This is an optimization exercise on Yosys and OpenROAD, whose aim is small area, not a production implementation.
In this exercise RTL edits were held to simulation tests only and were not proved equivalent to the original.

==> job 9162: inputs <==
## first_guess_mult
module first_guess_mult
(
  input  logic              clk,
  input  logic              rst,
  input  logic              in_valid,
  input  logic              seed_sel,
  input  logic [31:0]       d_hi,
  input  logic [gs_div_pkg::W_OP-1:0]   a0,
  input  logic [gs_div_pkg::W_OP-1:0]   a1,
  input  logic [gs_div_pkg::W_F-1:0]    b,
  output logic [gs_div_pkg::W_F-1:0]    f_seed,
  output logic [gs_div_pkg::W_P-1:0]    c0,
  output logic [gs_div_pkg::W_P-1:0]    c1,
  output logic [gs_div_pkg::W_OP-1:0]   n_next,
  output logic [gs_div_pkg::W_OP-1:0]   d_next,
  output logic [gs_div_pkg::W_F-1:0]    f_next,
  output logic              out_valid
);
Settings: LEC_CHECK=0, CAP_MARGIN=10, CELL_PAD_IN_SITES_DETAIL_PLACEMENT=1, CORE_MARGIN=2, CORE_UTILIZATION=40, CTS_BUF_LIST=sky130_fd_sc_hd__clkbuf_8, PLACE_DENSITY=0.42, SLEW_MARGIN=10, SYNTH_HIERARCHICAL=1; clock period 20.0 ns.
standard.sh (not shown) runs the stock make flow with config.mk's settings and CLKGATE_MAP_FILE= SYNTH_SCRIPT=/design/flow/synth_recipe.tcl, a recipe that flattens the netlist after the stock synthesis.
==> flow/flow/run.sh <==
#!/bin/bash
# The standard layout (standard.sh: ORFS synthesis to final layout; the
# synthesis itself is unchanged), with two layout changes:
#  - before floorplanning, combinational cells that synthesis mapped above drive
#    strength 1 are set to drive strength 1 (flow/downsize.tcl); the flow's own
#    timing, slew and capacitance repair upsizes or buffers again where needed;
#  - the buffers ORFS puts on every input and output port are the smallest buffer
#    cell instead of the resizer's default choice.
# make's output goes to standard.log; each ORFS step keeps its own log under orfs/logs.
set -euo pipefail
export PRE_FLOORPLAN_TCL="$PWD/flow/downsize.tcl"
export BUFFER_PORTS_ARGS="-buffer_cell sky130_fd_sc_hd__buf_1"
bash standard.sh > standard.log 2>&1
==> flow/flow/downsize.tcl <==
# Gate sizing before floorplan: every combinational cell that synthesis mapped to
# a drive strength above 1 is set to its drive-1 variant (same function); the
# flow's timing and electrical repair resizes again wherever that is needed.
set n 0
foreach inst [get_cells *] {
  set m [get_property $inst ref_name]
  if {[regexp {^(sky130_fd_sc_hd__(a|o|n|x|mux|inv|and|or|buf|clkbuf|maj|ha|fa)\w*)_([2-9]|1[0-9])$} $m -> base]} {
    set lc [get_lib_cells ${base}_1]
    if {[llength $lc] == 1} {
      replace_cell $inst $lc
      incr n
    }
  }
}
puts "downsize: $n cells set to drive strength 1"
==> job 8311: changes against job 9162 <==
Settings changed: CAP_MARGIN 10 to 20, CTS_BUF_LIST sky130_fd_sc_hd__clkbuf_8 to unset, SLEW_MARGIN 10 to 20.
==> results.txt <==
Of job 9162 and job 8311, job 8311 has the higher core utilization (gap 0.086 points). Between job 8311 and job 9162, the lower first-iteration DRC count is in job 9162 (gap about 3.3%, measured against job 9162). Synthesized area is the same in job 8311 and job 9162. Of job 8311 and job 9162, job 8311 has the higher global-route usage (gap 0.063 points). In clock skew, job 9162 and job 8311 do not differ.
==> figures <==
item	job 9162	job 8311
Worst min-delay path endpoint	f_seed_r[30]	f_seed_r[19]
Placed insts	11900	11900
Met2 Routed Length	218 mm	220 mm
Fraction of area in registers	6.79%	6.77%
Filler-free cell count of the finished design	12000	12000
Final clock-cell share	1.12%	1.31%
Initial antenna violation count	24	18
Routing usage on met1	57.3%	58.0%
Share of post-route cells with drive strength above 1	7.17%	7.08%
Number of clock buffer instances in the layout	55	45
Status	finished clean	finished clean
Endpoint of the most critical setup path	n_next[61]	c0[93]
CTS Buf Count	52	38

==> run a: inputs <==
Another version of the RTL of first_guess_mult (not shown whole).
clock: 20.0 ns
lec_check: 0
cap_margin: 20
core_margin: 2
core_utilization: 40
slew_margin: 20
synth_hierarchical: 1
run.sh (not shown) runs the stock make flow with config.mk's settings and CLKGATE_MAP_FILE= SYNTH_SCRIPT=/design/flow/synth_recipe.tcl, a recipe that flattens the netlist after the stock synthesis.
Stock flow here: none of the scripts above is used.
==> inputs of run b, as changes to run a <==
==> flow/flow/run.sh (new file) <==
#!/bin/bash
# The standard layout (standard.sh: ORFS synthesis to final layout; the
# synthesis itself is unchanged), with three layout changes:
#  - before floorplanning, combinational cells that synthesis mapped above drive
#    strength 1 are set to drive strength 1 (flow/downsize.tcl); the flow's own
#    timing and slew repair upsizes again where needed;
#  - the buffers ORFS puts on every input and output port are the smallest buffer
#    cell instead of the resizer's default choice;
#  - after global routing's timing repair, gates on paths with positive slack are
#    downsized (ORFS's power-recovery pass).
# make's output goes to standard.log; each ORFS step keeps its own log under orfs/logs.
set -euo pipefail
export PRE_FLOORPLAN_TCL="$PWD/flow/downsize.tcl"
export BUFFER_PORTS_ARGS="-buffer_cell sky130_fd_sc_hd__buf_1"
export RECOVER_POWER=100
bash standard.sh > standard.log 2>&1
==> flow/flow/downsize.tcl (new file) <==
# Gate sizing before floorplan: every combinational cell that synthesis mapped to
# a drive strength above 1 is set to its drive-1 variant (same function); the
# flow's timing and electrical repair resizes again wherever that is needed.
set n 0
foreach inst [get_cells *] {
  set m [get_property $inst ref_name]
  if {[regexp {^(sky130_fd_sc_hd__(a|o|n|x|mux|inv|and|or|buf|clkbuf|maj|ha|fa)\w*)_([2-9]|1[0-9])$} $m -> base]} {
    set lc [get_lib_cells ${base}_1]
    if {[llength $lc] == 1} {
      replace_cell $inst $lc
      incr n
    }
  }
}
puts "downsize: $n cells set to drive strength 1"
==> flow/standard.sh (new file) <==
#!/bin/bash
# synth_recipe.tcl (not shown) runs the flow's synth.tcl, then flattens the netlist and writes it again
# the make line also repeats each setting of config.mk as NAME=value (left out here)
make -C /OpenROAD-flow-scripts/flow DESIGN_CONFIG=/design/flow/config.mk WORK_HOME=/design/flow/orfs CLKGATE_MAP_FILE= SYNTH_SCRIPT=/design/flow/synth_recipe.tcl "${@:-finish}"
removed: flow/run.sh
==> qor summary <==
Max Cap Viol: run a 0; run b 7
Share of cell area taken by flip-flops and latches: run a 0.0468; run b 0.0546
Cell at the slowest stage of the critical path: run a sky130_fd_sc_hd__dfrtp_4; run b sky130_fd_sc_hd__a211oi_1
Status: run a finished clean; run b failed layout checks
Violated checks: run a -; run b max-capacitance violations, max-slew violations
Number of optimization iterations in the first detailed-route pass: run a 6; run b 12
Worst hold slack after final layout: run a 522 ps; run b 492 ps
Non-Filler Cell Area, Final: run a 119000 µm²; run b 102000 µm²
Number of nets in the final layout: run a 11400; run b 11400
Source of the critical timing path: run a f_r[17]; run b f_r[11]
Start point of the worst hold path: run a f_seed_r[24]; run b f_seed_r[17]
Rel. slew slack: run a 0.0964; run b -1.68
Reg2reg start: run a f_r[7]; run b f_r[11]
Global routing usage on met3: run a 0.101; run b 0.131
Clock-pin slew reported for the worst setup and hold paths after clock tree synthesis: run a 100 ps; run b 90 ps
Via count of the first global-routing pass: run a 90100; run b 88200
Row Count: run a 188; run b 176
Cell with the most instances on the worst path: run a sky130_fd_sc_hd__ha_4; run b sky130_fd_sc_hd__fa_1
Clock network share of area: run a 0.00602; run b 0.00613
Final core utilization: run a 0.453; run b 0.442
GRT Util Overall: run a 0.341; run b 0.362
Average routed wire per standard cell: run a 36.9 µm; run b 36.4 µm
Die H: run a 517 µm; run b 486 µm
Capture endpoint of the worst hold path: run a f_seed_r[24]; run b f_seed_r[17]
Sum of buffers and inverters on the critical path: run a 4; run b 5

==> static timing again, ports no longer ideal <==
Ports are ideal in the flow. The routed layouts listed here were re-timed in OpenROAD. Step 1: set_driving_cell puts a clkbuf_16 on clk and a buf_2 on each other input, an assumption about the parent block. Step 2 times the ports against the registers' clock, not the clock port: input delays grow and output delays shrink by t, the midpoint of the rising clock arrivals with the driver on. Slacks: ideal / step 1 / step 2; pairs: ideal / step 1.
run	t, ns	setup WS [ns]	hold WS [ns]	clock arrival spread, ns
job 9162	0.981	1.451 / 1.356 / 2.337	0.490 / 0.490 / 0.490	0.117 / 0.116
job 8311	0.796	1.578 / 1.480 / 2.276	0.491 / 0.491 / 0.491	0.070 / 0.070
run a	0.708	0.406 / 0.324 / 1.032	0.522 / 0.522 / 0.522	0.060 / 0.060
run b	0.676	0.357 / 0.278 / 0.955	0.492 / 0.492 / 0.492	0.055 / 0.055
